Context: an optimization exercise on an open-source flow, tuned for small area, a short achievable clock period and few clock cycles per item. The choices shown serve that exercise and are no tape-out recipe. In this exercise RTL edits were held to simulation tests only and were not proved equivalent to the original.

==> design.v <==
module muldiv_unit (
    input  logic        clk,
    input  logic        rst,
    input  logic        start,
    input  logic [2:0]  op,
    input  logic [31:0] a,
    input  logic [31:0] b,
    output logic        busy,
    output logic [31:0] hi,
    output logic [31:0] lo
);
    function automatic logic [5:0] clz32(input logic [31:0] v);
        clz32 = 6'd32;
        for (int i = 0; i < 32; i++)
            if (v[i]) clz32 = 6'(31 - i);
    endfunction
    function automatic logic [31:0] cneg(input logic [31:0] x, input logic s);
        logic o;
        o = 1'b0;
        for (int i = 0; i < 32; i++) begin
            cneg[i] = x[i] ^ (s & o);
            o = o | x[i];
        end
    endfunction
    logic        busy_r, first;
    logic [3:0]  cnt;
    logic [1:0]  opr;
    logic        qneg_r, aneg_r, bneg_r;
    logic [31:0] X;
    logic [34:0] M;
    assign busy = busy_r;
    logic is_mul, sgn_mul, sgn_div, sgn;
    assign is_mul  = ~opr[1];
    assign sgn_mul = (opr == 2'd0);
    assign sgn_div = (opr == 2'd2);
    assign sgn     = sgn_mul | sgn_div;
    logic xneg, mneg;
    assign xneg = sgn_div & X[31];
    assign mneg = sgn_div & M[31];
    logic [5:0] cx, cm;
    assign cx = clz32(X ^ {32{sgn & X[31]}});
    assign cm = clz32(M[31:0] ^ {32{sgn & M[31]}});
    logic       swap;
    logic [5:0] cmax, nbits;
    logic [2:0] nd;
    assign swap  = cm > cx;
    assign cmax  = swap ? cm : cx;
    assign nbits = 6'd32 + {5'd0, sgn_mul} - cmax;
    always_comb begin
        nd = 3'((nbits + 6'd7) >> 3);
        if (nd == 3'd0) nd = 3'd1;
    end
    logic [5:0] lza;
    logic signed [6:0] dd;
    logic [4:0] nq;
    assign lza = xneg ? (cx - 6'd1) : cx;
    assign dd  = 7'({1'b0, cm}) - 7'({1'b0, lza});
    always_comb begin
        if (dd[6]) nq = 5'd1;
        else if (dd > 7'sd30) nq = 5'd16;
        else nq = 5'((dd + 7'sd2) >> 1);
    end
    logic bzero;
    assign bzero = (M[31:0] == 32'd0);
    logic [4:0] ntot;
    always_comb begin
        if (is_mul) ntot = {2'd0, nd};
        else if (bzero) ntot = 5'd1;
        else ntot = nq;
    end
    logic [31:0] Xa;
    assign Xa = cneg(X, xneg);
    logic [31:0] mplr0;
    logic [32:0] shin;
    logic [3:0]  shj;
    logic [34:0] shout;
    assign mplr0 = swap ? M[31:0] : X;
    assign shin  = is_mul ? {1'b0, mplr0} : {M[31:0], 1'b0};
    assign shj   = is_mul ? {nd[1:0] == 2'd0 ? 2'd0 : ~nd[1:0] + 2'd1, 2'b00} : 4'(nq - 5'd1);
    assign shout = {{2{mneg}}, shin} << {shj, 1'b0};
    logic [32:0] mcand;
    logic [31:0] mplr;
    logic [8:0]  dig;
    logic        corr;
    logic [63:0] pin, psh, pnew;
    logic [42:0] ws;
    assign mcand = first ? {sgn_mul & (swap ? X[31] : M[31]), (swap ? X : M[31:0])} : M[32:0];
    assign mplr  = first ? shout[31:0] : X;
    assign dig   = mplr[31:23];
    assign corr  = first & ~sgn_mul & mplr[31];
    assign pin   = first ? (corr ? {31'd0, mcand} : 64'd0) : {hi, lo};
    assign psh   = {pin[55:0], 8'd0};
    mdu_csa u_csa (.wp(psh[40:0]), .mc(mcand), .x(dig), .s(ws));
    logic [22:0] up, upi, upd, unew;
    assign up = psh[63:41];
    always_comb begin
        logic ai, ad;
        ai = 1'b1;
        ad = 1'b1;
        for (int i = 0; i < 23; i++) begin
            upi[i] = up[i] ^ ai;
            upd[i] = up[i] ^ ad;
            ai = ai & up[i];
            ad = ad & ~up[i];
        end
    end
    always_comb begin
        case (ws[42:41])
            2'b01:   unew = upi;
            2'b11:   unew = upd;
            default: unew = up;
        endcase
    end
    assign pnew = {unew, ws[40:0]};
    logic [31:0] rin, qin, r1, r2, qout;
    logic [34:0] dn;
    logic        q0, q1;
    assign rin = first ? Xa : hi;
    assign dn  = first ? (shout ^ {35{~mneg}}) : M;
    assign qin = first ? 32'd0 : lo;
    logic [32:0] c0;
    logic [31:0] s0;
    logic bneg;
    assign bneg = first ? mneg : bneg_r;
    assign c0[0] = ~bneg;
    for (genvar k = 0; k < 32; k++) begin : g_r0
        mdu_fa u_fa (.a(rin[k]), .b(dn[k]), .c(c0[k]), .s(s0[k]), .co(c0[k+1]));
    end
    logic ge0;
    mdu_cmp u_cmp (.r(rin), .dn(dn[31:0]), .strict(bneg), .ge(ge0));
    assign q0 = ge0 & (&dn[34:32]);
    assign r1 = q0 ? s0 : rin;
    logic [32:0] c1;
    logic [31:0] s1;
    assign c1[0] = ~bneg;
    for (genvar k = 0; k < 32; k++) begin : g_r1
        mdu_fa u_fa (.a(r1[k]), .b(dn[k+1]), .c(c1[k]), .s(s1[k]), .co(c1[k+1]));
    end
    assign q1 = c1[32] & (&dn[34:33]);
    assign r2 = q1 ? s1 : r1;
    assign qout = {qin[29:0], q0, q1};
    logic qneg, aneg;
    assign qneg = first ? (xneg ^ mneg) : qneg_r;
    assign aneg = first ? xneg : aneg_r;
    logic last;
    assign last = first ? (ntot == 5'd1) : (cnt == 4'd1);
    always_ff @(posedge clk or negedge rst) begin
        if (!rst) begin
            first  <= 1'b0;
            busy_r <= 1'b0;
            hi     <= 32'd0;
            lo     <= 32'd0;
        end else begin
            if (!busy_r) begin
                first  <= start & ~op[2];
                busy_r <= start & ~op[2];
                if (start && op == 3'd4) hi <= a;
                if (start && op == 3'd5) lo <= a;
            end else begin
                first  <= 1'b0;
                busy_r <= ~last;
                if (is_mul) begin
                    {hi, lo} <= pnew;
                end else if (!(first && bzero)) begin
                    hi <= cneg(r2, last & aneg);
                    lo <= cneg(qout, last & qneg);
                end
            end
        end
    end
    always_ff @(posedge clk) begin
        if (!busy_r) begin
            opr <= op[1:0];
            X   <= a;
            M   <= {3'b000, b};
            cnt <= 4'd0;
        end else begin
            cnt <= first ? 4'(ntot - 5'd1) : cnt - 4'd1;
            if (first) begin
                qneg_r <= xneg ^ mneg;
                aneg_r <= xneg;
                bneg_r <= mneg;
            end
            X <= mplr << 8;
            if (is_mul) begin
                M <= {2'b00, mcand};
            end else begin
                M <= {2'b11, dn[34:2]};
            end
        end
    end
endmodule
module mdu_cmp (
    input  logic [31:0] r,
    input  logic [31:0] dn,
    input  logic        strict,
    output logic        ge
);
    logic [31:0] g0, e0;
    assign g0 = r & dn;         
    assign e0 = r ^ dn;         
    logic [15:0] g1, e1;
    logic [7:0]  g2, e2;
    logic [3:0]  g3, e3;
    logic [1:0]  g4, e4;
    for (genvar k = 0; k < 16; k++) begin : g_l1
        assign g1[k] = g0[2*k+1] | (e0[2*k+1] & g0[2*k]);
        assign e1[k] = e0[2*k+1] & e0[2*k];
    end
    for (genvar k = 0; k < 8; k++) begin : g_l2
        assign g2[k] = g1[2*k+1] | (e1[2*k+1] & g1[2*k]);
        assign e2[k] = e1[2*k+1] & e1[2*k];
    end
    for (genvar k = 0; k < 4; k++) begin : g_l3
        assign g3[k] = g2[2*k+1] | (e2[2*k+1] & g2[2*k]);
        assign e3[k] = e2[2*k+1] & e2[2*k];
    end
    for (genvar k = 0; k < 2; k++) begin : g_l4
        assign g4[k] = g3[2*k+1] | (e3[2*k+1] & g3[2*k]);
        assign e4[k] = e3[2*k+1] & e3[2*k];
    end
    assign ge = g4[1] | (e4[1] & g4[0]) | (e4[1] & e4[0] & ~strict);
endmodule
module mdu_fa (
    input  logic a,
    input  logic b,
    input  logic c,
    output logic s,
    output logic co
);
    assign s  = a ^ b ^ c;
    assign co = (a & b) | (a & c) | (b & c);
endmodule
module mdu_ha (
    input  logic a,
    input  logic b,
    output logic s,
    output logic co
);
    assign s  = a ^ b;
    assign co = a & b;
endmodule
module mdu_csa (
    input  logic [40:0] wp,
    input  logic [32:0] mc,
    input  logic [8:0] x,
    output logic [42:0] s
);
    wire one0 = x[1] ^ x[0];
    wire two0 = (x[2] & ~x[1] & ~x[0]) | (~x[2] & x[1] & x[0]);
    wire neg0 = x[2];
    wire n1 = (one0 & mc[0]) ^ neg0;
    wire n2 = ((one0 & mc[1]) | (two0 & mc[0])) ^ neg0;
    wire n3 = ((one0 & mc[2]) | (two0 & mc[1])) ^ neg0;
    wire n4 = ((one0 & mc[3]) | (two0 & mc[2])) ^ neg0;
    wire n5 = ((one0 & mc[4]) | (two0 & mc[3])) ^ neg0;
    wire n6 = ((one0 & mc[5]) | (two0 & mc[4])) ^ neg0;
    wire n7 = ((one0 & mc[6]) | (two0 & mc[5])) ^ neg0;
    wire n8 = ((one0 & mc[7]) | (two0 & mc[6])) ^ neg0;
    wire n9 = ((one0 & mc[8]) | (two0 & mc[7])) ^ neg0;
    wire n10 = ((one0 & mc[9]) | (two0 & mc[8])) ^ neg0;
    wire n11 = ((one0 & mc[10]) | (two0 & mc[9])) ^ neg0;
    wire n12 = ((one0 & mc[11]) | (two0 & mc[10])) ^ neg0;
    wire n13 = ((one0 & mc[12]) | (two0 & mc[11])) ^ neg0;
    wire n14 = ((one0 & mc[13]) | (two0 & mc[12])) ^ neg0;
    wire n15 = ((one0 & mc[14]) | (two0 & mc[13])) ^ neg0;
    wire n16 = ((one0 & mc[15]) | (two0 & mc[14])) ^ neg0;
    wire n17 = ((one0 & mc[16]) | (two0 & mc[15])) ^ neg0;
    wire n18 = ((one0 & mc[17]) | (two0 & mc[16])) ^ neg0;
    wire n19 = ((one0 & mc[18]) | (two0 & mc[17])) ^ neg0;
    wire n20 = ((one0 & mc[19]) | (two0 & mc[18])) ^ neg0;
    wire n21 = ((one0 & mc[20]) | (two0 & mc[19])) ^ neg0;
    wire n22 = ((one0 & mc[21]) | (two0 & mc[20])) ^ neg0;
    wire n23 = ((one0 & mc[22]) | (two0 & mc[21])) ^ neg0;
    wire n24 = ((one0 & mc[23]) | (two0 & mc[22])) ^ neg0;
    wire n25 = ((one0 & mc[24]) | (two0 & mc[23])) ^ neg0;
    wire n26 = ((one0 & mc[25]) | (two0 & mc[24])) ^ neg0;
    wire n27 = ((one0 & mc[26]) | (two0 & mc[25])) ^ neg0;
    wire n28 = ((one0 & mc[27]) | (two0 & mc[26])) ^ neg0;
    wire n29 = ((one0 & mc[28]) | (two0 & mc[27])) ^ neg0;
    wire n30 = ((one0 & mc[29]) | (two0 & mc[28])) ^ neg0;
    wire n31 = ((one0 & mc[30]) | (two0 & mc[29])) ^ neg0;
    wire n32 = ((one0 & mc[31]) | (two0 & mc[30])) ^ neg0;
    wire n33 = ((one0 & mc[32]) | (two0 & mc[31])) ^ neg0;
    wire n34 = ~(((one0 & mc[32]) | (two0 & mc[32])) ^ neg0);
    wire one1 = x[3] ^ x[2];
    wire two1 = (x[4] & ~x[3] & ~x[2]) | (~x[4] & x[3] & x[2]);
    wire neg1 = x[4];
    wire n35 = (one1 & mc[0]) ^ neg1;
    wire n36 = ((one1 & mc[1]) | (two1 & mc[0])) ^ neg1;
    wire n37 = ((one1 & mc[2]) | (two1 & mc[1])) ^ neg1;
    wire n38 = ((one1 & mc[3]) | (two1 & mc[2])) ^ neg1;
    wire n39 = ((one1 & mc[4]) | (two1 & mc[3])) ^ neg1;
    wire n40 = ((one1 & mc[5]) | (two1 & mc[4])) ^ neg1;
    wire n41 = ((one1 & mc[6]) | (two1 & mc[5])) ^ neg1;
    wire n42 = ((one1 & mc[7]) | (two1 & mc[6])) ^ neg1;
    wire n43 = ((one1 & mc[8]) | (two1 & mc[7])) ^ neg1;
    wire n44 = ((one1 & mc[9]) | (two1 & mc[8])) ^ neg1;
    wire n45 = ((one1 & mc[10]) | (two1 & mc[9])) ^ neg1;
    wire n46 = ((one1 & mc[11]) | (two1 & mc[10])) ^ neg1;
    wire n47 = ((one1 & mc[12]) | (two1 & mc[11])) ^ neg1;
    wire n48 = ((one1 & mc[13]) | (two1 & mc[12])) ^ neg1;
    wire n49 = ((one1 & mc[14]) | (two1 & mc[13])) ^ neg1;
    wire n50 = ((one1 & mc[15]) | (two1 & mc[14])) ^ neg1;
    wire n51 = ((one1 & mc[16]) | (two1 & mc[15])) ^ neg1;
    wire n52 = ((one1 & mc[17]) | (two1 & mc[16])) ^ neg1;
    wire n53 = ((one1 & mc[18]) | (two1 & mc[17])) ^ neg1;
    wire n54 = ((one1 & mc[19]) | (two1 & mc[18])) ^ neg1;
    wire n55 = ((one1 & mc[20]) | (two1 & mc[19])) ^ neg1;
    wire n56 = ((one1 & mc[21]) | (two1 & mc[20])) ^ neg1;
    wire n57 = ((one1 & mc[22]) | (two1 & mc[21])) ^ neg1;
    wire n58 = ((one1 & mc[23]) | (two1 & mc[22])) ^ neg1;
    wire n59 = ((one1 & mc[24]) | (two1 & mc[23])) ^ neg1;
    wire n60 = ((one1 & mc[25]) | (two1 & mc[24])) ^ neg1;
    wire n61 = ((one1 & mc[26]) | (two1 & mc[25])) ^ neg1;
    wire n62 = ((one1 & mc[27]) | (two1 & mc[26])) ^ neg1;
    wire n63 = ((one1 & mc[28]) | (two1 & mc[27])) ^ neg1;
    wire n64 = ((one1 & mc[29]) | (two1 & mc[28])) ^ neg1;
    wire n65 = ((one1 & mc[30]) | (two1 & mc[29])) ^ neg1;
    wire n66 = ((one1 & mc[31]) | (two1 & mc[30])) ^ neg1;
    wire n67 = ((one1 & mc[32]) | (two1 & mc[31])) ^ neg1;
    wire n68 = ~(((one1 & mc[32]) | (two1 & mc[32])) ^ neg1);
    wire one2 = x[5] ^ x[4];
    wire two2 = (x[6] & ~x[5] & ~x[4]) | (~x[6] & x[5] & x[4]);
    wire neg2 = x[6];
    wire n69 = (one2 & mc[0]) ^ neg2;
    wire n70 = ((one2 & mc[1]) | (two2 & mc[0])) ^ neg2;
    wire n71 = ((one2 & mc[2]) | (two2 & mc[1])) ^ neg2;
    wire n72 = ((one2 & mc[3]) | (two2 & mc[2])) ^ neg2;
    wire n73 = ((one2 & mc[4]) | (two2 & mc[3])) ^ neg2;
    wire n74 = ((one2 & mc[5]) | (two2 & mc[4])) ^ neg2;
    wire n75 = ((one2 & mc[6]) | (two2 & mc[5])) ^ neg2;
    wire n76 = ((one2 & mc[7]) | (two2 & mc[6])) ^ neg2;
    wire n77 = ((one2 & mc[8]) | (two2 & mc[7])) ^ neg2;
    wire n78 = ((one2 & mc[9]) | (two2 & mc[8])) ^ neg2;
    wire n79 = ((one2 & mc[10]) | (two2 & mc[9])) ^ neg2;
    wire n80 = ((one2 & mc[11]) | (two2 & mc[10])) ^ neg2;
    wire n81 = ((one2 & mc[12]) | (two2 & mc[11])) ^ neg2;
    wire n82 = ((one2 & mc[13]) | (two2 & mc[12])) ^ neg2;
    wire n83 = ((one2 & mc[14]) | (two2 & mc[13])) ^ neg2;
    wire n84 = ((one2 & mc[15]) | (two2 & mc[14])) ^ neg2;
    wire n85 = ((one2 & mc[16]) | (two2 & mc[15])) ^ neg2;
    wire n86 = ((one2 & mc[17]) | (two2 & mc[16])) ^ neg2;
    wire n87 = ((one2 & mc[18]) | (two2 & mc[17])) ^ neg2;
    wire n88 = ((one2 & mc[19]) | (two2 & mc[18])) ^ neg2;
    wire n89 = ((one2 & mc[20]) | (two2 & mc[19])) ^ neg2;
    wire n90 = ((one2 & mc[21]) | (two2 & mc[20])) ^ neg2;
    wire n91 = ((one2 & mc[22]) | (two2 & mc[21])) ^ neg2;
    wire n92 = ((one2 & mc[23]) | (two2 & mc[22])) ^ neg2;
    wire n93 = ((one2 & mc[24]) | (two2 & mc[23])) ^ neg2;
    wire n94 = ((one2 & mc[25]) | (two2 & mc[24])) ^ neg2;
    wire n95 = ((one2 & mc[26]) | (two2 & mc[25])) ^ neg2;
    wire n96 = ((one2 & mc[27]) | (two2 & mc[26])) ^ neg2;
    wire n97 = ((one2 & mc[28]) | (two2 & mc[27])) ^ neg2;
    wire n98 = ((one2 & mc[29]) | (two2 & mc[28])) ^ neg2;
    wire n99 = ((one2 & mc[30]) | (two2 & mc[29])) ^ neg2;
    wire n100 = ((one2 & mc[31]) | (two2 & mc[30])) ^ neg2;
    wire n101 = ((one2 & mc[32]) | (two2 & mc[31])) ^ neg2;
    wire n102 = ~(((one2 & mc[32]) | (two2 & mc[32])) ^ neg2);
    wire one3 = x[7] ^ x[6];
    wire two3 = (x[8] & ~x[7] & ~x[6]) | (~x[8] & x[7] & x[6]);
    wire neg3 = x[8];
    wire n103 = (one3 & mc[0]) ^ neg3;
    wire n104 = ((one3 & mc[1]) | (two3 & mc[0])) ^ neg3;
    wire n105 = ((one3 & mc[2]) | (two3 & mc[1])) ^ neg3;
    wire n106 = ((one3 & mc[3]) | (two3 & mc[2])) ^ neg3;
    wire n107 = ((one3 & mc[4]) | (two3 & mc[3])) ^ neg3;
    wire n108 = ((one3 & mc[5]) | (two3 & mc[4])) ^ neg3;
    wire n109 = ((one3 & mc[6]) | (two3 & mc[5])) ^ neg3;
    wire n110 = ((one3 & mc[7]) | (two3 & mc[6])) ^ neg3;
    wire n111 = ((one3 & mc[8]) | (two3 & mc[7])) ^ neg3;
    wire n112 = ((one3 & mc[9]) | (two3 & mc[8])) ^ neg3;
    wire n113 = ((one3 & mc[10]) | (two3 & mc[9])) ^ neg3;
    wire n114 = ((one3 & mc[11]) | (two3 & mc[10])) ^ neg3;
    wire n115 = ((one3 & mc[12]) | (two3 & mc[11])) ^ neg3;
    wire n116 = ((one3 & mc[13]) | (two3 & mc[12])) ^ neg3;
    wire n117 = ((one3 & mc[14]) | (two3 & mc[13])) ^ neg3;
    wire n118 = ((one3 & mc[15]) | (two3 & mc[14])) ^ neg3;
    wire n119 = ((one3 & mc[16]) | (two3 & mc[15])) ^ neg3;
    wire n120 = ((one3 & mc[17]) | (two3 & mc[16])) ^ neg3;
    wire n121 = ((one3 & mc[18]) | (two3 & mc[17])) ^ neg3;
    wire n122 = ((one3 & mc[19]) | (two3 & mc[18])) ^ neg3;
    wire n123 = ((one3 & mc[20]) | (two3 & mc[19])) ^ neg3;
    wire n124 = ((one3 & mc[21]) | (two3 & mc[20])) ^ neg3;
    wire n125 = ((one3 & mc[22]) | (two3 & mc[21])) ^ neg3;
    wire n126 = ((one3 & mc[23]) | (two3 & mc[22])) ^ neg3;
    wire n127 = ((one3 & mc[24]) | (two3 & mc[23])) ^ neg3;
    wire n128 = ((one3 & mc[25]) | (two3 & mc[24])) ^ neg3;
    wire n129 = ((one3 & mc[26]) | (two3 & mc[25])) ^ neg3;
    wire n130 = ((one3 & mc[27]) | (two3 & mc[26])) ^ neg3;
    wire n131 = ((one3 & mc[28]) | (two3 & mc[27])) ^ neg3;
    wire n132 = ((one3 & mc[29]) | (two3 & mc[28])) ^ neg3;
    wire n133 = ((one3 & mc[30]) | (two3 & mc[29])) ^ neg3;
    wire n134 = ((one3 & mc[31]) | (two3 & mc[30])) ^ neg3;
    wire n135 = ((one3 & mc[32]) | (two3 & mc[31])) ^ neg3;
    wire n136 = ~(((one3 & mc[32]) | (two3 & mc[32])) ^ neg3);
    wire n137, n138;
    mdu_ha un137 (.a(n7), .b(n39), .s(n137), .co(n138));
    wire n139, n140;
    mdu_ha un139 (.a(n8), .b(n40), .s(n139), .co(n140));
    wire n141, n142;
    mdu_fa un141 (.a(wp[8]), .b(n9), .c(n41), .s(n141), .co(n142));
    wire n143, n144;
    mdu_fa un143 (.a(wp[9]), .b(n10), .c(n42), .s(n143), .co(n144));
    wire n145, n146;
    mdu_fa un145 (.a(wp[10]), .b(n11), .c(n43), .s(n145), .co(n146));
    wire n147, n148;
    mdu_fa un147 (.a(wp[11]), .b(n12), .c(n44), .s(n147), .co(n148));
    wire n149, n150;
    mdu_fa un149 (.a(wp[12]), .b(n13), .c(n45), .s(n149), .co(n150));
    wire n151, n152;
    mdu_fa un151 (.a(wp[13]), .b(n14), .c(n46), .s(n151), .co(n152));
    wire n153, n154;
    mdu_fa un153 (.a(wp[14]), .b(n15), .c(n47), .s(n153), .co(n154));
    wire n155, n156;
    mdu_fa un155 (.a(wp[15]), .b(n16), .c(n48), .s(n155), .co(n156));
    wire n157, n158;
    mdu_fa un157 (.a(wp[16]), .b(n17), .c(n49), .s(n157), .co(n158));
    wire n159, n160;
    mdu_fa un159 (.a(wp[17]), .b(n18), .c(n50), .s(n159), .co(n160));
    wire n161, n162;
    mdu_fa un161 (.a(wp[18]), .b(n19), .c(n51), .s(n161), .co(n162));
    wire n163, n164;
    mdu_fa un163 (.a(wp[19]), .b(n20), .c(n52), .s(n163), .co(n164));
    wire n165, n166;
    mdu_fa un165 (.a(wp[20]), .b(n21), .c(n53), .s(n165), .co(n166));
    wire n167, n168;
    mdu_fa un167 (.a(wp[21]), .b(n22), .c(n54), .s(n167), .co(n168));
    wire n169, n170;
    mdu_fa un169 (.a(wp[22]), .b(n23), .c(n55), .s(n169), .co(n170));
    wire n171, n172;
    mdu_fa un171 (.a(wp[23]), .b(n24), .c(n56), .s(n171), .co(n172));
    wire n173, n174;
    mdu_fa un173 (.a(wp[24]), .b(n25), .c(n57), .s(n173), .co(n174));
    wire n175, n176;
    mdu_fa un175 (.a(wp[25]), .b(n26), .c(n58), .s(n175), .co(n176));
    wire n177, n178;
    mdu_fa un177 (.a(wp[26]), .b(n27), .c(n59), .s(n177), .co(n178));
    wire n179, n180;
    mdu_fa un179 (.a(wp[27]), .b(n28), .c(n60), .s(n179), .co(n180));
    wire n181, n182;
    mdu_fa un181 (.a(wp[28]), .b(n29), .c(n61), .s(n181), .co(n182));
    wire n183, n184;
    mdu_fa un183 (.a(wp[29]), .b(n30), .c(n62), .s(n183), .co(n184));
    wire n185, n186;
    mdu_fa un185 (.a(wp[30]), .b(n31), .c(n63), .s(n185), .co(n186));
    wire n187, n188;
    mdu_fa un187 (.a(wp[31]), .b(n32), .c(n64), .s(n187), .co(n188));
    wire n189, n190;
    mdu_fa un189 (.a(wp[32]), .b(n33), .c(n65), .s(n189), .co(n190));
    wire n191 = ~(wp[33] ^ n34);
    wire n192 = wp[33] | n34;
    wire n193, n194;
    mdu_ha un193 (.a(n66), .b(n98), .s(n193), .co(n194));
    wire n195 = ~(wp[34] ^ n67);
    wire n196 = wp[34] | n67;
    wire n197, n198;
    mdu_ha un197 (.a(n99), .b(n131), .s(n197), .co(n198));
    wire n199, n200;
    mdu_fa un199 (.a(wp[35]), .b(n68), .c(n100), .s(n199), .co(n200));
    wire n201 = ~wp[36];
    wire n202, n203;
    mdu_ha un202 (.a(n5), .b(n37), .s(n202), .co(n203));
    wire n204, n205;
    mdu_ha un204 (.a(n6), .b(n38), .s(n204), .co(n205));
    wire n206, n207;
    mdu_fa un206 (.a(n137), .b(n71), .c(neg3), .s(n206), .co(n207));
    wire n208, n209;
    mdu_fa un208 (.a(n138), .b(n139), .c(n72), .s(n208), .co(n209));
    wire n210, n211;
    mdu_fa un210 (.a(n140), .b(n141), .c(n73), .s(n210), .co(n211));
    wire n212, n213;
    mdu_fa un212 (.a(n142), .b(n143), .c(n74), .s(n212), .co(n213));
    wire n214, n215;
    mdu_fa un214 (.a(n144), .b(n145), .c(n75), .s(n214), .co(n215));
    wire n216, n217;
    mdu_fa un216 (.a(n146), .b(n147), .c(n76), .s(n216), .co(n217));
    wire n218, n219;
    mdu_fa un218 (.a(n148), .b(n149), .c(n77), .s(n218), .co(n219));
    wire n220, n221;
    mdu_fa un220 (.a(n150), .b(n151), .c(n78), .s(n220), .co(n221));
    wire n222, n223;
    mdu_fa un222 (.a(n152), .b(n153), .c(n79), .s(n222), .co(n223));
    wire n224, n225;
    mdu_fa un224 (.a(n154), .b(n155), .c(n80), .s(n224), .co(n225));
    wire n226, n227;
    mdu_fa un226 (.a(n156), .b(n157), .c(n81), .s(n226), .co(n227));
    wire n228, n229;
    mdu_fa un228 (.a(n158), .b(n159), .c(n82), .s(n228), .co(n229));
    wire n230, n231;
    mdu_fa un230 (.a(n160), .b(n161), .c(n83), .s(n230), .co(n231));
    wire n232, n233;
    mdu_fa un232 (.a(n162), .b(n163), .c(n84), .s(n232), .co(n233));
    wire n234, n235;
    mdu_fa un234 (.a(n164), .b(n165), .c(n85), .s(n234), .co(n235));
    wire n236, n237;
    mdu_fa un236 (.a(n166), .b(n167), .c(n86), .s(n236), .co(n237));
    wire n238, n239;
    mdu_fa un238 (.a(n168), .b(n169), .c(n87), .s(n238), .co(n239));
    wire n240, n241;
    mdu_fa un240 (.a(n170), .b(n171), .c(n88), .s(n240), .co(n241));
    wire n242, n243;
    mdu_fa un242 (.a(n172), .b(n173), .c(n89), .s(n242), .co(n243));
    wire n244, n245;
    mdu_fa un244 (.a(n174), .b(n175), .c(n90), .s(n244), .co(n245));
    wire n246, n247;
    mdu_fa un246 (.a(n176), .b(n177), .c(n91), .s(n246), .co(n247));
    wire n248, n249;
    mdu_fa un248 (.a(n178), .b(n179), .c(n92), .s(n248), .co(n249));
    wire n250, n251;
    mdu_fa un250 (.a(n180), .b(n181), .c(n93), .s(n250), .co(n251));
    wire n252, n253;
    mdu_fa un252 (.a(n182), .b(n183), .c(n94), .s(n252), .co(n253));
    wire n254, n255;
    mdu_fa un254 (.a(n184), .b(n185), .c(n95), .s(n254), .co(n255));
    wire n256, n257;
    mdu_fa un256 (.a(n186), .b(n187), .c(n96), .s(n256), .co(n257));
    wire n258, n259;
    mdu_fa un258 (.a(n188), .b(n189), .c(n97), .s(n258), .co(n259));
    wire n260, n261;
    mdu_fa un260 (.a(n190), .b(n191), .c(n193), .s(n260), .co(n261));
    wire n262, n263;
    mdu_fa un262 (.a(n192), .b(n194), .c(n195), .s(n262), .co(n263));
    wire n264, n265;
    mdu_fa un264 (.a(n196), .b(n198), .c(n199), .s(n264), .co(n265));
    wire n266, n267;
    mdu_fa un266 (.a(n200), .b(n201), .c(n101), .s(n266), .co(n267));
    wire n268, n269;
    mdu_fa un268 (.a(wp[36]), .b(wp[37]), .c(n102), .s(n268), .co(n269));
    wire n270 = ~wp[38];
    wire n271, n272;
    mdu_ha un271 (.a(n3), .b(neg1), .s(n271), .co(n272));
    wire n273, n274;
    mdu_ha un273 (.a(n4), .b(n36), .s(n273), .co(n274));
    wire n275, n276;
    mdu_fa un275 (.a(n202), .b(neg2), .c(n69), .s(n275), .co(n276));
    wire n277, n278;
    mdu_fa un277 (.a(n203), .b(n204), .c(n70), .s(n277), .co(n278));
    wire n279, n280;
    mdu_fa un279 (.a(n205), .b(n206), .c(n103), .s(n279), .co(n280));
    wire n281, n282;
    mdu_fa un281 (.a(n207), .b(n208), .c(n104), .s(n281), .co(n282));
    wire n283, n284;
    mdu_fa un283 (.a(n209), .b(n210), .c(n105), .s(n283), .co(n284));
    wire n285, n286;
    mdu_fa un285 (.a(n211), .b(n212), .c(n106), .s(n285), .co(n286));
    wire n287, n288;
    mdu_fa un287 (.a(n213), .b(n214), .c(n107), .s(n287), .co(n288));
    wire n289, n290;
    mdu_fa un289 (.a(n215), .b(n216), .c(n108), .s(n289), .co(n290));
    wire n291, n292;
    mdu_fa un291 (.a(n217), .b(n218), .c(n109), .s(n291), .co(n292));
    wire n293, n294;
    mdu_fa un293 (.a(n219), .b(n220), .c(n110), .s(n293), .co(n294));
    wire n295, n296;
    mdu_fa un295 (.a(n221), .b(n222), .c(n111), .s(n295), .co(n296));
    wire n297, n298;
    mdu_fa un297 (.a(n223), .b(n224), .c(n112), .s(n297), .co(n298));
    wire n299, n300;
    mdu_fa un299 (.a(n225), .b(n226), .c(n113), .s(n299), .co(n300));
    wire n301, n302;
    mdu_fa un301 (.a(n227), .b(n228), .c(n114), .s(n301), .co(n302));
    wire n303, n304;
    mdu_fa un303 (.a(n229), .b(n230), .c(n115), .s(n303), .co(n304));
    wire n305, n306;
    mdu_fa un305 (.a(n231), .b(n232), .c(n116), .s(n305), .co(n306));
    wire n307, n308;
    mdu_fa un307 (.a(n233), .b(n234), .c(n117), .s(n307), .co(n308));
    wire n309, n310;
    mdu_fa un309 (.a(n235), .b(n236), .c(n118), .s(n309), .co(n310));
    wire n311, n312;
    mdu_fa un311 (.a(n237), .b(n238), .c(n119), .s(n311), .co(n312));
    wire n313, n314;
    mdu_fa un313 (.a(n239), .b(n240), .c(n120), .s(n313), .co(n314));
    wire n315, n316;
    mdu_fa un315 (.a(n241), .b(n242), .c(n121), .s(n315), .co(n316));
    wire n317, n318;
    mdu_fa un317 (.a(n243), .b(n244), .c(n122), .s(n317), .co(n318));
    wire n319, n320;
    mdu_fa un319 (.a(n245), .b(n246), .c(n123), .s(n319), .co(n320));
    wire n321, n322;
    mdu_fa un321 (.a(n247), .b(n248), .c(n124), .s(n321), .co(n322));
    wire n323, n324;
    mdu_fa un323 (.a(n249), .b(n250), .c(n125), .s(n323), .co(n324));
    wire n325, n326;
    mdu_fa un325 (.a(n251), .b(n252), .c(n126), .s(n325), .co(n326));
    wire n327, n328;
    mdu_fa un327 (.a(n253), .b(n254), .c(n127), .s(n327), .co(n328));
    wire n329, n330;
    mdu_fa un329 (.a(n255), .b(n256), .c(n128), .s(n329), .co(n330));
    wire n331, n332;
    mdu_fa un331 (.a(n257), .b(n258), .c(n129), .s(n331), .co(n332));
    wire n333, n334;
    mdu_fa un333 (.a(n259), .b(n260), .c(n130), .s(n333), .co(n334));
    wire n335, n336;
    mdu_fa un335 (.a(n261), .b(n262), .c(n197), .s(n335), .co(n336));
    wire n337, n338;
    mdu_fa un337 (.a(n263), .b(n264), .c(n132), .s(n337), .co(n338));
    wire n339, n340;
    mdu_fa un339 (.a(n265), .b(n266), .c(n133), .s(n339), .co(n340));
    wire n341, n342;
    mdu_fa un341 (.a(n267), .b(n268), .c(n134), .s(n341), .co(n342));
    wire n343, n344;
    mdu_fa un343 (.a(n269), .b(n270), .c(n135), .s(n343), .co(n344));
    wire n345, n346;
    mdu_fa un345 (.a(wp[38]), .b(wp[39]), .c(n136), .s(n345), .co(n346));
    wire n347 = ~wp[40];
    wire n348, n349;
    mdu_ha un348 (.a(neg0), .b(n1), .s(n348), .co(n349));
    wire n350, n351;
    mdu_ha un350 (.a(n2), .b(n349), .s(n350), .co(n351));
    wire n352, n353;
    mdu_fa un352 (.a(n271), .b(n35), .c(n351), .s(n352), .co(n353));
    wire n354, n355;
    mdu_fa un354 (.a(n272), .b(n273), .c(n353), .s(n354), .co(n355));
    wire n356, n357;
    mdu_fa un356 (.a(n274), .b(n275), .c(n355), .s(n356), .co(n357));
    wire n358, n359;
    mdu_fa un358 (.a(n276), .b(n277), .c(n357), .s(n358), .co(n359));
    wire n360, n361;
    mdu_fa un360 (.a(n278), .b(n279), .c(n359), .s(n360), .co(n361));
    wire n362, n363;
    mdu_fa un362 (.a(n280), .b(n281), .c(n361), .s(n362), .co(n363));
    wire n364, n365;
    mdu_fa un364 (.a(n282), .b(n283), .c(n363), .s(n364), .co(n365));
    wire n366, n367;
    mdu_fa un366 (.a(n284), .b(n285), .c(n365), .s(n366), .co(n367));
    wire n368, n369;
    mdu_fa un368 (.a(n286), .b(n287), .c(n367), .s(n368), .co(n369));
    wire n370, n371;
    mdu_fa un370 (.a(n288), .b(n289), .c(n369), .s(n370), .co(n371));
    wire n372, n373;
    mdu_fa un372 (.a(n290), .b(n291), .c(n371), .s(n372), .co(n373));
    wire n374, n375;
    mdu_fa un374 (.a(n292), .b(n293), .c(n373), .s(n374), .co(n375));
    wire n376, n377;
    mdu_fa un376 (.a(n294), .b(n295), .c(n375), .s(n376), .co(n377));
    wire n378, n379;
    mdu_fa un378 (.a(n296), .b(n297), .c(n377), .s(n378), .co(n379));
    wire n380, n381;
    mdu_fa un380 (.a(n298), .b(n299), .c(n379), .s(n380), .co(n381));
    wire n382, n383;
    mdu_fa un382 (.a(n300), .b(n301), .c(n381), .s(n382), .co(n383));
    wire n384, n385;
    mdu_fa un384 (.a(n302), .b(n303), .c(n383), .s(n384), .co(n385));
    wire n386, n387;
    mdu_fa un386 (.a(n304), .b(n305), .c(n385), .s(n386), .co(n387));
    wire n388, n389;
    mdu_fa un388 (.a(n306), .b(n307), .c(n387), .s(n388), .co(n389));
    wire n390, n391;
    mdu_fa un390 (.a(n308), .b(n309), .c(n389), .s(n390), .co(n391));
    wire n392, n393;
    mdu_fa un392 (.a(n310), .b(n311), .c(n391), .s(n392), .co(n393));
    wire n394, n395;
    mdu_fa un394 (.a(n312), .b(n313), .c(n393), .s(n394), .co(n395));
    wire n396, n397;
    mdu_fa un396 (.a(n314), .b(n315), .c(n395), .s(n396), .co(n397));
    wire n398, n399;
    mdu_fa un398 (.a(n316), .b(n317), .c(n397), .s(n398), .co(n399));
    wire n400, n401;
    mdu_fa un400 (.a(n318), .b(n319), .c(n399), .s(n400), .co(n401));
    wire n402, n403;
    mdu_fa un402 (.a(n320), .b(n321), .c(n401), .s(n402), .co(n403));
    wire n404, n405;
    mdu_fa un404 (.a(n322), .b(n323), .c(n403), .s(n404), .co(n405));
    wire n406, n407;
    mdu_fa un406 (.a(n324), .b(n325), .c(n405), .s(n406), .co(n407));
    wire n408, n409;
    mdu_fa un408 (.a(n326), .b(n327), .c(n407), .s(n408), .co(n409));
    wire n410, n411;
    mdu_fa un410 (.a(n328), .b(n329), .c(n409), .s(n410), .co(n411));
    wire n412, n413;
    mdu_fa un412 (.a(n330), .b(n331), .c(n411), .s(n412), .co(n413));
    wire n414, n415;
    mdu_fa un414 (.a(n332), .b(n333), .c(n413), .s(n414), .co(n415));
    wire n416, n417;
    mdu_fa un416 (.a(n334), .b(n335), .c(n415), .s(n416), .co(n417));
    wire n418, n419;
    mdu_fa un418 (.a(n336), .b(n337), .c(n417), .s(n418), .co(n419));
    wire n420, n421;
    mdu_fa un420 (.a(n338), .b(n339), .c(n419), .s(n420), .co(n421));
    wire n422, n423;
    mdu_fa un422 (.a(n340), .b(n341), .c(n421), .s(n422), .co(n423));
    wire n424, n425;
    mdu_fa un424 (.a(n342), .b(n343), .c(n423), .s(n424), .co(n425));
    wire n426, n427;
    mdu_fa un426 (.a(n344), .b(n345), .c(n425), .s(n426), .co(n427));
    wire n428, n429;
    mdu_fa un428 (.a(n346), .b(n347), .c(n427), .s(n428), .co(n429));
    wire n430 = ~(wp[40] ^ n429);
    wire n431 = wp[40] | n429;
    wire n432 = ~n431;
    assign s[0] = n348;
    assign s[1] = n350;
    assign s[2] = n352;
    assign s[3] = n354;
    assign s[4] = n356;
    assign s[5] = n358;
    assign s[6] = n360;
    assign s[7] = n362;
    assign s[8] = n364;
    assign s[9] = n366;
    assign s[10] = n368;
    assign s[11] = n370;
    assign s[12] = n372;
    assign s[13] = n374;
    assign s[14] = n376;
    assign s[15] = n378;
    assign s[16] = n380;
    assign s[17] = n382;
    assign s[18] = n384;
    assign s[19] = n386;
    assign s[20] = n388;
    assign s[21] = n390;
    assign s[22] = n392;
    assign s[23] = n394;
    assign s[24] = n396;
    assign s[25] = n398;
    assign s[26] = n400;
    assign s[27] = n402;
    assign s[28] = n404;
    assign s[29] = n406;
    assign s[30] = n408;
    assign s[31] = n410;
    assign s[32] = n412;
    assign s[33] = n414;
    assign s[34] = n416;
    assign s[35] = n418;
    assign s[36] = n420;
    assign s[37] = n422;
    assign s[38] = n424;
    assign s[39] = n426;
    assign s[40] = n428;
    assign s[41] = n430;
    assign s[42] = n432;
endmodule
==> flow/run.sh <==
#!/bin/bash
# Layout flow: the standard ORFS flow (standard.sh) with two changes.
#  1. Synthesis maps the logic with flow/abc_area.script, an area-oriented
#     ABC script (map -a, then buffering and sizing). Registers are mapped
#     before ABC runs, so they are exactly the standard synthesis's.
#  2. Ports are buffered with sky130_fd_sc_hd__buf_2 cells.
# Each tool's log is under orfs/logs/; make's own output is in flow_make.log.
set -euo pipefail
W=$(pwd)
rm -rf "$W/scripts_mod"
cp -r "$FLOW_HOME/scripts" "$W/scripts_mod"
cp "$W/flow/abc_area.script" "$W/scripts_mod/abc_area.script"
export SCRIPTS_DIR="$W/scripts_mod"
export BUFFER_PORTS_ARGS="-buffer_cell sky130_fd_sc_hd__buf_2"
bash "$W/standard.sh" > "$W/flow_make.log" 2>&1
==> flow/abc_area.script <==
strash
dch
map -a
topo
stime -c
buffer -c
upsize -c
dnsize -c
==> standard.sh <==
#!/bin/bash
# synth_recipe.tcl (not shown) runs the flow's synth.tcl, then flattens the netlist and writes it again
# the make line also repeats each setting of config.mk as NAME=value (left out here)
make -C /OpenROAD-flow-scripts/flow DESIGN_CONFIG=/design/flow/config.mk WORK_HOME=/design/flow/orfs CLKGATE_MAP_FILE= SYNTH_SCRIPT=/design/flow/synth_recipe.tcl "${@:-finish}"
==> config.mk <==
export PLATFORM = sky130hd
export DESIGN_NAME = muldiv_unit
export DESIGN_NICKNAME = muldiv_unit
export VERILOG_FILES = /design/flow/design.v
export SDC_FILE = /design/flow/constraint.sdc
export NUM_CORES = 4
export LEC_CHECK = 0
export ABC_AREA = 1
export CAP_MARGIN = 20
export CORE_MARGIN = 2
export CORE_UTILIZATION = 40
export SLEW_MARGIN = 20
==> constraint.sdc <==
create_clock -name core_clock -period 150.0 [get_ports {clk}]
set_input_delay 30.0000 -clock core_clock [delete_from_list [all_inputs] [get_ports {clk}]]
set_output_delay 30.0000 -clock core_clock [all_outputs]
set_load 0.01 [all_outputs]
==> results of run 1 <==
area by class of cell:
type                            count  share of cell area
Antenna cell                        1            0.000100
Multi-Input combinational cell   2513               0.688
Clock buffer                       18              0.0176
Tap cell                          756              0.0379
Clock inverter                     14             0.00642
Timing Repair Buffer              220              0.0529
Inverter                          452              0.0687
Sequential cell                   141               0.129
metal layers:
metal | routed length (µm) | global-route usage
met1 | 40000 | 0.445
met2 | 43000 | 0.510
met3 | 11300 | 0.0944
met4 | 6790 | 0.204
met5 | 44 | 0
sequential cells by signal (all words and copies together), names as in the netlist, 2 cells and up:
| signal | cells |
|---|---|
| M | 34 |
| X | 32 |
| hi | 32 |
| lo | 32 |
| cnt | 4 |
| opr | 2 |
placed cells by master, fill, tap and decap left out, types with 29 or more instances in the layout:
cell type,n
dfxtp_1,70
o211ai_1,33
nor2_1,374
o21ai_1,64
xor2_1,253
buf_2,133
inv_1,415
nand3_1,49
ha_1,64
nor3_1,29
o21ai_0,243
o221ai_1,34
a21oi_1,211
o22ai_1,161
nand2_1,510
buf_4,87
fa_1,196
dfrtp_1,64
a31oi_1,52
metrics by stage:
stage                util  instance area (µm²)  hold slack, ns
detailed placement  0.432                24300           0.525
global route        0.442                24900           0.567
CTS                 0.442                24900           0.534
floorplan               -                22800           0.530
global placement    0.432                24300           0.537
finish              0.442                24900           0.531
logic make-up after synthesis:
group / after synthesis
buffers and inverters: 645
multiplexers: 24
flip-flops: 141
AND/OR/NAND/NOR: 1022
XOR/XNOR: 267
AO/OA/AOI/OAI: 940
adder cells (fa/ha/maj): 260
final timing paths:
| kind | end | slack [ns] | start |
|---|---|---|---|
| worst max-delay path | lo[0] | 118.69 | op[1] |
| worst min-delay path | first | 0.53 | busy_r |
| worst max register to register | hi[31] | 119.00 | opr[0] |
| worst min register to register | first | 0.53 | busy_r |
| max in group asynchronous | first | 119.56 | rst |
| min in group asynchronous | lo[8] | 29.68 | rst |
==> results.cfg, run 1 <==
[logic_synthesis]
synthMostInstantiatedCell = nand2_1
synth.area.mux_share = 0.0107
synth_edf_count = 5
synthCells = 3299
ys_types = 66
synth_xor_xnor_area_share = 0.103
yosysTopAreaCellShare = 0.172
synth_simple_gate_area_frac = 0.181
avgSynthCellArea_um2 = 6.91
synth-async-reset-ratio = 0.468
synth_top_family_by_area = compound AO/OA/AOI/OAI gates
synth-main-ff-cell = dfxtp_1
ys_seq_area_frac = 0.141
yosys.area_share.adder = 0.207
synth_warnings = 1
synth_compound_area_frac = 0.248
synth_top_cell_by_area = fa_1
ys_ff_latch = 141
synthesis.area_um2 = 22800
synthTopCellsByArea = fa_1, xor2_1, nand2_1
synth_common_cells = nand2_1, inv_1, nor2_1
synth_nets = 3629

[floorplanning]
ioPinCount = 135
die_x_um = 243
start_util = 0.404
core_um2 = 56400
rows = 87
die_area_um2 = 58900
die_height_um = 243

[critical_path]
cp_slowest_stage_delay_ns = 0.54
cp_cell_sequence = buf_2 -> nor3b_1 -> a21oi_1 -> a21oi_4 -> buf_4 -> inv_1 -> a31oi_1 -> a22oi_1
cp.arrival_ns = 31.70
crit_path_end_kind = flop
path_depth = 8
crit_slowest_cell = buf_4
critPathTopFamily = buffers and inverters
start_kind = input port
ff2ff_path_depth = 146
crit_type = in2reg
cp_num_buf_inv = 3
path_max_fanout = 61
crit_required_ns = 150.39

[clock_network]
cts_resized = 0
postCtsSetupRepairBufs = 0
clkTransAtPathRegs_ns = 0.07
cts_buffers = 17
htree_levels = 4
root_buffer = clkbuf_16
tritoncts = built
insertion_delay_ns = 0.51
cts_buffer_depth = 2
cts_sinks = 141
cts_hold_buf = 0

[sta]
finalSetupViolations = 0
rsz0062_at_grt = no
tns_ns = 0
skew_ns = 0.0125
hold_violations = 0
slew_headroom = 0.307
maxClockFrequency_mhz = 31.9
worstMarginPinSlew_ns = 1.04
fin_crit_sh = 0.209
setup_slack_ns = 118.69
finalMaxSlewViolations = 0
finalCriticalPeriod_ns = 31.31

[place]
dp_slack_ns = 118.19
port_buffers = 134
dp_hpwl_mm = 78.3
gp_congestion = 1.02
dpl.cell_count = 4082

[final_layout]
seq_area_um2 = 3210
area_delta_synth_final_pct = 9.45
fillers = 6032
finalNonFillerCells = 4115
multi_input_area_um2 = 17200
drive_gt1_frac = 0.106
layout.nets = 3675

[routing]
wl_per_cell_um = 24.6
drt_first_pass_iters = 7
postRouteAntennaNets = 0
detail_route.vias_per_cell = 5.84
remaining_drc_errors = 0
routed_wl_mm = 101
drtIter0Drc = 2851
vias = 24000

[grt]
grt_pass1_wl_mm = 150
grt_start_max_net_pins = 67
antenna_found_initial = 4
grt_use_total = 0.343
grt_pass1_vias = 22900
grt-ovfl-total = 0

[flow_run]
cap_violations = 0

[hold_path]
hold_depth = 1
min_path_type = reg2reg

[outcome]
status = finished clean
Testbench counts, summed over its fixed seeds: cycles 40,931, ops 12,000.
==> run 2, diff against run 1 <==
==> flow/run.sh (replaced) <==
#!/bin/bash
# Layout flow: the standard ORFS flow (standard.sh) with two changes.
#  1. Synthesis maps the logic with flow/abc_area.script, an area-oriented
#     ABC script (map -a, then buffering and sizing). Registers are mapped
#     before ABC runs, so they are exactly the standard synthesis's.
#  2. Ports are buffered with sky130_fd_sc_hd__buf_1 cells.
# Each tool's log is under orfs/logs/; make's own output is in flow_make.log.
set -euo pipefail
W=$(pwd)
rm -rf "$W/scripts_mod"
cp -r "$FLOW_HOME/scripts" "$W/scripts_mod"
cp "$W/flow/abc_area.script" "$W/scripts_mod/abc_area.script"
export SCRIPTS_DIR="$W/scripts_mod"
export BUFFER_PORTS_ARGS="-buffer_cell sky130_fd_sc_hd__buf_1"
bash "$W/standard.sh" > "$W/flow_make.log" 2>&1
--- a/config.mk
+++ b/config.mk
@@ -9,4 +9,5 @@
 export CAP_MARGIN = 20
 export CORE_MARGIN = 2
 export CORE_UTILIZATION = 40
+export CTS_CLUSTER_SIZE = 40
 export SLEW_MARGIN = 20
==> run 2 against run 1 <==
Against the previous run:
- worst setup slack got worse by 0.37 ns
- critical endpoint is now hi[31]
- clock skew increased by 0.0049 ns
- core utilization decreased by 0.45 points
- via count increased by 0.21%
- final area decreased by 1.0%
- critical path type is now reg2reg
==> results.cfg, run 2 <==
[outcome]
status = finished clean

[floorplanning]
die_height_um = 243
ioPinCount = 135
die_x_um = 243
rows = 87
die_area_um2 = 58900
start_util = 0.404
core_um2 = 56400

[logic_synthesis]
yosys.area_share.adder = 0.207
synth_edf_count = 5
synth_common_cells = nand2_1, inv_1, nor2_1
synth_top_cell_by_area = fa_1
synth_compound_area_frac = 0.248
ys_ff_latch = 141
synth_top_family_by_area = compound AO/OA/AOI/OAI gates
ys_types = 66
ys_seq_area_frac = 0.141
synth_simple_gate_area_frac = 0.181
synthMostInstantiatedCell = nand2_1
synth_nets = 3629
synth.area.mux_share = 0.0107
synthTopCellsByArea = fa_1, xor2_1, nand2_1
synth-async-reset-ratio = 0.468
synth-main-ff-cell = dfxtp_1
synth_xor_xnor_area_share = 0.103
yosysTopAreaCellShare = 0.172
synthCells = 3299
synthesis.area_um2 = 22800
synth_warnings = 1
avgSynthCellArea_um2 = 6.91

[grt]
grt-ovfl-total = 0
grt_pass1_vias = 23500
grt_start_max_net_pins = 68
grt_use_total = 0.340
antenna_found_initial = 4
grt_pass1_wl_mm = 150

[sta]
hold-worst-slack_ns = 0.572
hold_violations = 0
finalMaxSlewViolations = 0
fin_crit_sh = 0.211
slew_headroom = 0.199
finalCriticalPeriod_ns = 31.68
maxClockFrequency_mhz = 31.6
worstMarginPinSlew_ns = 1.20
finalSetupViolations = 0
skew_ns = 0.0174
rsz0062_at_grt = no
tns_ns = 0

[flow_run]
cap_violations = 0

[final_layout]
layout.nets = 3672
area_delta_synth_final_pct = 8.33
fin_util = 0.438
fillers = 6108
layout_common_cells = nand2_1, inv_1, nor2_1
largest_reg_flops = 34
drive_gt1_frac = 0.0647
largest-register = M
final_common_cell = nand2_1

[place]
port_buffers = 134
dp_hpwl_mm = 76.8
gp_congestion = 1.02

[clock_network]
cts_sinks = 141
clkTransAtPathRegs_ns = 0.07
htree_levels = 4
root_buffer = clkbuf_16
cts_hold_buf = 0
insertion_delay_ns = 0.51
cts_resized = 0
cts_buffer_depth = 2
tritoncts = built
cts_buffers = 17
postCtsSetupRepairBufs = 0

[critical_path]
crit_path_end_kind = flop
cpMostUsedCell = fa_1
path_max_fanout = 64
crit_slowest_cell = clkinv_1
crit_required_ns = 150.35
start_kind = flop
cp.arrival_ns = 32.03
crit_type = reg2reg
cp_slowest_stage_delay_ns = 0.79

[routing]
postRouteAntennaNets = 0
wl_per_cell_um = 24.4
drtIter0Drc = 2601
remaining_drc_errors = 0
drt_first_pass_iters = 6
routed_wl_mm = 100
vias = 24100
detail_route.vias_per_cell = 5.86

[hold_path]
min_path_type = reg2reg
run 2: worst paths after layout:
kind | start | endpoint | slack [ns] | depth (start not counted)
setup / recovery | opr[0] | hi[31] | 118.32 | 148
hold / removal | lo[0] | lo[0] | 0.57 | 2
setup reg to reg | opr[0] | hi[31] | 118.32 | 148
hold reg to reg | lo[0] | lo[0] | 0.57 | 2
max in group asynchronous | rst | first | 119.50 | 2
min in group asynchronous | rst | lo[18] | 29.77 | 2
run 2: logic make-up after synthesis:
group	count (synthesis)
and+or+nand+nor	1022
AOI/OAI and AO/OA	940
buffers and inverters	645
xor gates and xnor gates	267
adders and majority gates	260
DFF	141
muxes	24
run 2: layout make-up:
type	count	area, µm²	share of cell area
antenna	3	7.51	0.000304
clock buffer	21	450	0.0182
clock inverter	11	72.6	0.00294
inverter	452	1710	0.0694
multi-input combinational	2513	17200	0.695
sequential	141	3210	0.130
tap	756	946	0.0383
timing repair buffer	217	1130	0.0458
run 2: per-layer routing:
metal / up-vias / GRT usage / part of all wire
met1: 11400 / 0.434 / 0.39
met3: 306 / 0.0895 / 0.11
met4: 4 / 0.194 / 0.064
li1: 11000 / - / -
met2: 1319 / 0.520 / 0.43
met5: - / 0 / 0.00026
run 2: critical path: cells and delay by family, from the launching register on:
kind            cells  cell delay, ns
fa+ha+maj          36           13.97
compound gates     60            9.09
buf+inv            29            4.52
simple gates       21            2.85
flops               1            0.57
mux                 1            0.24
xor+xnor            1            0.20
run 2: through the flow:
step                instances  instance area (µm²)  setup slack, ns
floorplan                3299                22800           118.59
global placement         4079                24100           117.88
detailed placement       4079                24200           117.84
CTS                      4111                24700           118.33
global route             4111                24700           116.48
finish                   4114                24700           118.32

-- separate check: timing with driven ports --
No port has a modelled driver above. Below, the same layouts with a new extraction and two added sets of constraints.
Step 1: set_driving_cell puts a clkbuf_16 on clk and a buf_2 on each other input, an assumption about the parent block.
Step 2 adds t to the input delays and takes it off the output delays; t is the mean of the earliest and latest rising clock arrival at the registers after step 1. Input paths then give back, and output paths get back, about the clock's delay inside the block.
Slacks: ideal / step 1 / step 2; pairs: ideal / step 1.
| run | shift t [ns] | setup WS [ns] | clock arrival spread, ns |
|---|---|---|---|
| run 1 | 0.565 | 118.689 / 118.708 / 118.165 | 0.012 / 0.012 |
| run 2 | 0.558 | 118.322 / 118.269 / 117.813 | 0.017 / 0.017 |
After both steps setup and hold are still met in every run listed. The setup slack of run 1, which loses most, moves by +0.019 ns with the drivers and by -0.524 ns with both steps.
